What follows belongs to an exercise in optimizing a design on an open flow for small area; a production flow would make more cautious choices. Function was checked by simulation only, so behaviour that the tests miss may differ from the original. Power figures rest on the tool's default switching activity, not on a simulated workload.

==> inputs of job 2773 <==
==> flow/design.v <==
`timescale 1ns/1ns
module game_core (
    input  logic        clk,
    input  logic        reset,
    input  logic        start_btn,
    input  logic        player_detected,
    input  logic [8:0]  player_x,
    output logic [2:0]  game_state,
    output logic [9:0]  score,
    output logic [5:0]  timer_sec,
    output logic        invincible,
    output logic [71:0] enemy_x,
    output logic [71:0] enemy_y,
    output logic [7:0]  enemy_active
);
    localparam logic [2:0] ST_WAIT = 3'd0, ST_PLAY = 3'd1, ST_FILTER = 3'd2,
                           ST_CAPTURE = 3'd3, ST_SEND = 3'd4;
    logic        btn_prev;
    logic [4:0]  cyc;         
    logic [4:0]  spawn_cnt;   
    logic [15:0] lfsr;
    logic [2:0]  spawn_idx;
    logic [4:0]  inv_cnt;     
    logic [6:0]  sc;          
    logic [4:0]  tm;          
    assign score     = {3'b000, sc};
    assign timer_sec = {1'b0, tm};
    logic [8:0]  ex [8];
    logic [5:0]  ey [8];      
    wire play  = (game_state == ST_PLAY);
    wire wait_ = (game_state == ST_WAIT);
    wire start_edge = start_btn & ~btn_prev;
    wire move = cyc[0] ^ timer_sec[0];
    wire cyc0 = (cyc == 5'd0);
    wire band_slow = (timer_sec > 6'd20) || (timer_sec == 6'd20 && cyc0);
    wire band_fast = (timer_sec < 6'd10) || (timer_sec == 6'd10 && !cyc0);
    logic [3:0] active_cnt;
    always_comb begin
        active_cnt = '0;
        for (int i = 0; i < 8; i++) active_cnt = active_cnt + enemy_active[i];
    end
    wire cnt_ok = band_slow ? (spawn_cnt[4]) :
                  band_fast ? (spawn_cnt[4] | spawn_cnt[3] | (spawn_cnt[2] & (spawn_cnt[1] | spawn_cnt[0]))) :
                              (spawn_cnt[4] | spawn_cnt[3]);
    wire cap_ok = band_slow ? (active_cnt < 4'd3) :
                  band_fast ? (active_cnt < 4'd8) : (active_cnt < 4'd5);
    wire spawn_try = play & cnt_ok & cap_ok;
    wire [8:0] lv = lfsr[8:0];
    wire [8:0] spawn_x = (lv >= 9'd305) ? (lv - 9'd305) : lv;
    wire collision_event = (inv_cnt == 5'd16);
    logic pass_event;
    always_comb begin
        pass_event = 1'b0;
        for (int i = 0; i < 8; i++)
            if (enemy_active[i] && ey[i] == 6'd53) pass_event = 1'b1;
        pass_event = pass_event & ~move;
    end
    wire [4:0] ph  = player_x[8:4];
    wire [3:0] pl  = player_x[3:0];
    wire [4:0] php = ph + 5'd1;
    wire [4:0] phm = ph - 5'd1;
    logic hit;
    always_comb begin
        hit = 1'b0;
        for (int i = 0; i < 8; i++) begin
            if (enemy_active[i] && ey[i] >= 6'd49 && ey[i] <= 6'd56 &&
                ((ex[i][8:4] == ph) ||
                 (ex[i][8:4] == phm && ph != 5'd0  && pl < ex[i][3:0]) ||
                 (ex[i][8:4] == php && ph != 5'd31 && pl > ex[i][3:0])))
                hit = 1'b1;
        end
        hit = hit & player_detected;
    end
    assign invincible = (inv_cnt != 5'd0);
    always_ff @(posedge clk or posedge reset) begin
        if (reset) btn_prev <= 1'b0;
        else       btn_prev <= start_btn;
    end
    always_ff @(posedge clk or posedge reset) begin
        if (reset) begin
            game_state <= ST_WAIT;
        end else begin
            case (game_state)
                ST_WAIT:    if (start_edge) game_state <= ST_PLAY;
                ST_PLAY:    if (timer_sec == 6'd0) game_state <= ST_FILTER;
                ST_FILTER:  if (start_edge) game_state <= ST_CAPTURE;
                ST_CAPTURE: if (start_edge) game_state <= ST_SEND;
                ST_SEND:    if (start_edge) game_state <= ST_WAIT;
                default:    game_state <= ST_WAIT;
            endcase
        end
    end
    always_ff @(posedge clk or posedge reset) begin
        if (reset) begin
            cyc <= '0;
            tm  <= 5'd30;
        end else if (wait_) begin
            cyc <= '0;
            tm  <= 5'd30;
        end else if (play) begin
            if (cyc[4]) begin
                cyc <= '0;
                if (tm != 5'd0) tm <= tm - 5'd1;
            end else begin
                cyc <= cyc + 5'd1;
            end
        end
    end
    always_ff @(posedge clk or posedge reset) begin
        if (reset) begin
            inv_cnt <= '0;
        end else if (!play) begin
            inv_cnt <= '0;
        end else if (hit && inv_cnt == 5'd0) begin
            inv_cnt <= 5'd16;
        end else if (inv_cnt != 5'd0) begin
            inv_cnt <= inv_cnt - 5'd1;
        end
    end
    always_ff @(posedge clk or posedge reset) begin
        if (reset) begin
            sc <= '0;
        end else if (wait_) begin
            sc <= '0;
        end else if (play) begin
            if (collision_event) begin
                if (sc != 7'd0) sc <= sc - 7'd1;
            end else if (pass_event) begin
                sc <= sc + 7'd1;
            end
        end
    end
    always_ff @(posedge clk or posedge reset) begin
        if (reset) begin
            spawn_cnt <= '0;
            lfsr      <= 16'hACE1;
            spawn_idx <= '0;
        end else if (wait_) begin
            spawn_cnt <= '0;
        end else if (play) begin
            if (spawn_try) begin
                spawn_cnt <= '0;
                lfsr      <= {lfsr[14:0], lfsr[15] ^ lfsr[13] ^ lfsr[12] ^ lfsr[10]};
                spawn_idx <= spawn_idx + 3'd1;
            end else if (!spawn_cnt[4]) begin
                spawn_cnt <= spawn_cnt + 5'd1;
            end
        end
    end
    for (genvar i = 0; i < 8; i++) begin : g_enemy
        wire spawn_here = spawn_try && spawn_idx == i && !enemy_active[i];
        always_ff @(posedge clk or posedge reset) begin
            if (reset) begin
                ex[i]           <= '0;
                ey[i]           <= '0;
                enemy_active[i] <= 1'b0;
            end else if (wait_) begin
                ey[i]           <= '0;
                enemy_active[i] <= 1'b0;
            end else if (play) begin
                if (spawn_here) begin
                    ex[i]           <= spawn_x;
                    ey[i]           <= '0;
                    enemy_active[i] <= 1'b1;
                end else if (move && enemy_active[i]) begin
                    ey[i] <= ey[i] + 6'd1;
                    if (ey[i] == 6'd60) enemy_active[i] <= 1'b0;
                end
            end
        end
        assign enemy_x[9*i +: 9] = ex[i];
        assign enemy_y[9*i +: 9] = {1'b0, ey[i], 2'b00};
    end
endmodule
==> flow/run.sh <==
#!/bin/bash
# synth_recipe.tcl (not shown) runs the flow's synth.tcl, then flattens the netlist and writes it again
# the make line also repeats each setting of config.mk as NAME=value (left out here)
make -C /OpenROAD-flow-scripts/flow DESIGN_CONFIG=/design/flow/config.mk WORK_HOME=/design/flow/orfs CLKGATE_MAP_FILE= SYNTH_SCRIPT=/design/flow/synth_recipe.tcl finish
==> flow/config.mk <==
export PLATFORM = sky130hd
export DESIGN_NAME = game_core
export DESIGN_NICKNAME = game_core
export VERILOG_FILES = /design/flow/design.v
export SDC_FILE = /design/flow/constraint.sdc
export NUM_CORES = 4
export LEC_CHECK = 0
export CAP_MARGIN = 20
export CORE_MARGIN = 2
export CORE_UTILIZATION = 70
export CTS_BUF_LIST = sky130_fd_sc_hd__clkbuf_4 sky130_fd_sc_hd__clkbuf_8
export CTS_CLUSTER_SIZE = 30
export SLEW_MARGIN = 20
==> flow/constraint.sdc <==
create_clock -name core_clock -period 10.0 [get_ports {clk}]
set_input_delay 2.0000 -clock core_clock [delete_from_list [all_inputs] [get_ports {clk}]]
set_output_delay 2.0000 -clock core_clock [all_outputs]
set_load 0.01 [all_outputs]
==> job 6447 (differences from job 2773) <==
Settings changed: CTS_BUF_LIST sky130_fd_sc_hd__clkbuf_4 sky130_fd_sc_hd__clkbuf_8 to default, CTS_CLUSTER_SIZE 30 to default.
==> summary of the runs <==
Against job 2773, the core utilization of job 6447 is higher by 1.2 points.
Of job 6447 and job 2773, job 6447 has the higher cell area (gap 1.4%, measured against job 2773).
Job 6447 finished clean. Job 2773 finished clean.
In synthesized area, job 2773 and job 6447 do not differ.
In synthesized cell count, job 2773 and job 6447 do not differ.
In sequential power, job 6447 and job 2773 hardly differ.
In job 6447 the first-iteration DRC count is lower than in job 2773, by about 2.2%.
Critical path depth is the same in job 2773 and job 6447.
Of job 2773 and job 6447, job 2773 has the higher maximum frequency (gap 2.1%, measured against job 6447).
Non-clock buffer count is the same in job 6447 and job 2773.
Clock power: job 2773 is smaller than job 6447 (about 25%).

## afterwards: timing with drivers on the ports
The flow's constraints put no driver on any port. The routed layouts listed below were extracted and timed again, unchanged, in two steps. Step 1: set_driving_cell puts a clkbuf_16 on clk and a buf_2 on each other input, an assumption about the parent block. Step 2 adds t to the input delays and takes it off the output delays; t is the mean of the earliest and latest rising clock arrival at the registers after step 1. Input paths then give back, and output paths get back, about the clock's delay inside the block. a / b / c = ideal / step 1 / step 2; a / b = the first two.
run	t, ns	slack for setup (ns)	worst setup path at the end	slew at the worst register clock pin (ns)
job 2773	0.518	4.421 / 4.434 / 3.916	input to register	0.11 / 0.11
job 6447	0.485	4.305 / 4.322 / 3.836	input to register	0.08 / 0.08
After both steps setup and hold are still met in every run listed. The setup slack of job 2773, which loses most, moves by +0.013 ns with the drivers and by -0.505 ns with both steps.
